From an optimization exercise on the open Yosys and OpenROAD flow, aimed at small area, a short achievable clock period and few clock cycles per item; shortcuts taken in it are not production practice.
In this exercise RTL edits were held to simulation tests only and were not proved equivalent to the original.
Power is estimated from default activity; no workload was simulated.

// tablet_adaptive_delta_decoder_unit
module tablet_adaptive_delta_decoder_unit
#(
    parameter int TOOLS     = TOOLS_DEF,
    parameter int SHIFT_MAX = SHIFT_MAX_DEF
) (
    input  logic        clk,
    input  logic        rst_n,
    input  logic        din_valid,
    output logic        din_ready,
    input  logic        din_action,
    input  logic        din_tool,
    input  logic [2:0]  din_channel,
    input  logic [4:0]  din_raw_code,
    input  logic [15:0] din_load_value,
    input  logic [3:0]  din_load_shift,
    output logic        dout_valid,
    input  logic        dout_ready,
    output logic [15:0] dout_value,
    output logic [3:0]  dout_step_out,
    output logic        dout_held,
    input  logic        psel,
    input  logic        penable,
    input  logic        pwrite,
    input  logic [2:0]  paddr,
    input  logic [31:0] pwdata,
    output logic [31:0] prdata,
    output logic        pready
);
Size: roughly 2,400 cells after synthesis, roughly 400 flip-flops, about 130 I/O pins, ~21,000 um2 of cells after synthesis.
clock: 10.0 ns
lec_check: 0
abc_area: 1
abc_clock_period_in_ps: 4000
cap_margin: 20
core_margin: 2
core_utilization: 40
cts_buf_list: sky130_fd_sc_hd__clkbuf_8
cts_cluster_diameter: 60
cts_cluster_size: 16
slew_margin: 20
tns_end_percent: 10
standard.sh (not shown) runs the stock make flow with config.mk's settings and CLKGATE_MAP_FILE= SYNTH_SCRIPT=/design/flow/synth_recipe.tcl, a recipe that flattens the netlist after the stock synthesis.
==> flow/flow/run.sh <==
#!/bin/bash
# The standard layout, with synthesis leaving adders to abc instead of
# mapping them to the half and full adder cells first, the port buffers
# made of plain buf_2 cells, and timing repair aimed at a setup slack of
# 5.5 ns (the clock period and constraints are unchanged).
export ADDER_MAP_FILE=
export BUFFER_PORTS_ARGS="-buffer_cell sky130_fd_sc_hd__buf_2"
export SETUP_SLACK_MARGIN=5.5
bash standard.sh > standard.log 2>&1
Testbench counts at the start, summed over its fixed seeds: cycles 24,016, items 24,000.
Next try:
==> flow/flow/run.sh (replaced) <==
#!/bin/bash
# The standard layout, with synthesis leaving adders to abc instead of
# mapping them to the half and full adder cells first, and the port
# buffers made of plain buf_2 cells.
export ADDER_MAP_FILE=
export BUFFER_PORTS_ARGS="-buffer_cell sky130_fd_sc_hd__buf_2"
bash standard.sh > standard.log 2>&1
ABC_AREA = unset   (was 1)
SETUP_SLACK_MARGIN = 5   (was unset)
TNS_END_PERCENT = unset   (was 10)
Routed wire length falls by 5.4%. Clock-buffer cell count falls by 2. Clock power rises by about 1%.
Next try:
==> flow/flow/run.sh (replaced) <==
#!/bin/bash
# The standard layout, with synthesis leaving adders to abc instead of
# mapping them to the half and full adder cells first, the port buffers
# made of plain buf_2 cells, and timing repair aimed at a setup slack of
# 5.5 ns (the clock period and constraints are unchanged).
export ADDER_MAP_FILE=
export BUFFER_PORTS_ARGS="-buffer_cell sky130_fd_sc_hd__buf_2"
export SETUP_SLACK_MARGIN=5.5
bash standard.sh > standard.log 2>&1
ABC_AREA = 1   (was unset)
SETUP_SLACK_MARGIN = unset   (was 5)
Result: Wire length grows by 7.1%. Combinational power shrinks by about 6%. Non-clock buffer count grows by 8. Setup slack gains 0.37 ns. Via count grows by 20%.
Next try:
==> flow/run.sh (new file) <==
#!/bin/bash
# synth_recipe.tcl (not shown) runs the flow's synth.tcl, then flattens the netlist and writes it again
# the make line also repeats each setting of config.mk as NAME=value (left out here)
make -C /OpenROAD-flow-scripts/flow DESIGN_CONFIG=/design/flow/config.mk WORK_HOME=/design/flow/orfs CLKGATE_MAP_FILE= SYNTH_SCRIPT=/design/flow/synth_recipe.tcl finish
ABC_AREA = unset   (was 1)
SETUP_SLACK_MARGIN = 5   (was unset)
removed: flow/flow/run.sh
removed: flow/standard.sh
What happened: Power came out higher by a little under a tenth. Non-clock buffer count came out higher by 7. Final cell count falls by a quarter to a third. Combinational power rose by a quarter to a third.


== run 1 ==
tablet_adaptive_delta_decoder_unit again, from the RTL that the note above started with.
clock: 10.0 ns
lec_check: 0
abc_area: 1
abc_clock_period_in_ps: 4000
cap_margin: 20
core_margin: 2
core_utilization: 40
cts_buf_list: sky130_fd_sc_hd__clkbuf_4
cts_cluster_diameter: 40
cts_cluster_size: 8
slew_margin: 20
tns_end_percent: 10
==> flow/flow/run.sh <==
#!/bin/bash
# The standard layout, with synthesis leaving adders to abc instead of
# mapping them to the half and full adder cells first, the port buffers
# made of plain buf_2 cells, and timing repair aimed at a setup slack of
# 5.5 ns (the clock period and constraints are unchanged).
export ADDER_MAP_FILE=
export BUFFER_PORTS_ARGS="-buffer_cell sky130_fd_sc_hd__buf_2"
export SETUP_SLACK_MARGIN=5.5
bash standard.sh > standard.log 2>&1
Testbench counts of run 1, summed over its fixed seeds: cycles 24,016, items 24,000.
Changes in run 2 relative to run 1:
Settings: TNS_END_PERCENT: 10 -> unset; ABC_AREA: 1 -> unset; CTS_BUF_LIST: sky130_fd_sc_hd__clkbuf_4 -> unset; SETUP_SLACK_MARGIN: unset -> 5; CTS_CLUSTER_SIZE: 8 -> unset; CTS_CLUSTER_DIAMETER: 40 -> unset.
==> flow/run.sh (new file) <==
#!/bin/bash
# synth_recipe.tcl (not shown) runs the flow's synth.tcl, then flattens the netlist and writes it again
# the make line also repeats each setting of config.mk as NAME=value (left out here)
make -C /OpenROAD-flow-scripts/flow DESIGN_CONFIG=/design/flow/config.mk WORK_HOME=/design/flow/orfs CLKGATE_MAP_FILE= SYNTH_SCRIPT=/design/flow/synth_recipe.tcl finish
removed: flow/flow/run.sh
removed: flow/standard.sh
[summary]
[compare] base=run 1 new=run 2: clock share of power rose by 2.7 points; total number of vias fell by 18%; relative area change from synthesis to final layout rose by 11 points; number of top-level design ports stayed essentially flat. Run 2 vs run 1: internal portion of total power up by more than 10%.
[inputs] run 3 vs run 2
Settings: CTS_CLUSTER_SIZE now 16, previously not set; SETUP_SLACK_MARGIN no longer set, was 5; CTS_BUF_LIST now sky130_fd_sc_hd__clkbuf_8, previously not set; CTS_CLUSTER_DIAMETER now 60, previously not set.
==> flow/flow/run.sh (new file) <==
#!/bin/bash
# The standard layout, with synthesis leaving adders to abc instead of
# mapping them to the half and full adder cells first, the port buffers
# made of plain buf_2 cells, and timing repair aimed at a setup slack of
# 5.5 ns (the clock period and constraints are unchanged).
export ADDER_MAP_FILE=
export BUFFER_PORTS_ARGS="-buffer_cell sky130_fd_sc_hd__buf_2"
export SETUP_SLACK_MARGIN=5.5
bash standard.sh > standard.log 2>&1
==> flow/standard.sh (new file) <==
#!/bin/bash
# synth_recipe.tcl (not shown) runs the flow's synth.tcl, then flattens the netlist and writes it again
# the make line also repeats each setting of config.mk as NAME=value (left out here)
make -C /OpenROAD-flow-scripts/flow DESIGN_CONFIG=/design/flow/config.mk WORK_HOME=/design/flow/orfs CLKGATE_MAP_FILE= SYNTH_SCRIPT=/design/flow/synth_recipe.tcl "${@:-finish}"
removed: flow/run.sh
## What came out
- In the final design statistics, run 3 uses more standard cells in total than run 2.
- Delta (run 3 minus run 2): count of clock-buffer cells in the layout went down; clock period minus worst slack went down; finished layout cell area went up.
- A start point of the critical path of s1_rsel_reg[11]$_DFFE_PP_ is what run 2 shows, while s1_rsel_reg[13]$_DFFE_PP_ belongs to run 3.

[afterwards: timing with drivers on the ports]
Ports are ideal in the flow. The routed layouts listed here were re-timed in OpenROAD. Step 1 (the two cells are an assumption about what drives the block):
set clk [get_ports {clk}]
set_driving_cell -lib_cell sky130_fd_sc_hd__clkbuf_16 $clk
set_driving_cell -lib_cell sky130_fd_sc_hd__buf_2 [delete_from_list [all_inputs] $clk]
Step 2 moves the port delays by t, midway between the first and last clock arrival at a register: inputs arrive t later, outputs are due t later. That takes back most of the time a late clock gives input paths. Three values: ideal, step 1, step 2; two values: the first two.
| run | shift t [ns] | setup slack, ns | clock arrival spread, ns | pins driven straight from the clock port |
|---|---|---|---|---|
| the first run of note 1 | 0.663 | 5.425 / 5.373 / 5.062 | 0.051 / 0.051 | 1 |
| the second run of note 1 | 0.672 | 5.078 / 5.056 / 4.526 | 0.033 / 0.032 | 1 |
| the third run of note 1 | 0.668 | 5.453 / 5.249 / 5.008 | 0.033 / 0.032 | 1 |
| the fourth run of note 1 | 0.621 | 4.763 / 4.763 / 4.542 | 0.042 / 0.041 | 1 |
| run 1 | 0.833 | 5.429 / 5.377 / 4.942 | 0.048 / 0.048 | 1 |
| run 2 | 0.616 | 4.876 / 4.876 / 4.558 | 0.027 / 0.026 | 1 |
| run 3 | 0.653 | 5.373 / 5.224 / 4.732 | 0.045 / 0.044 | 1 |
After both steps setup and hold are still met in every run listed. The setup slack of run 3, which loses most, moves by -0.149 ns with the drivers and by -0.641 ns with both steps.
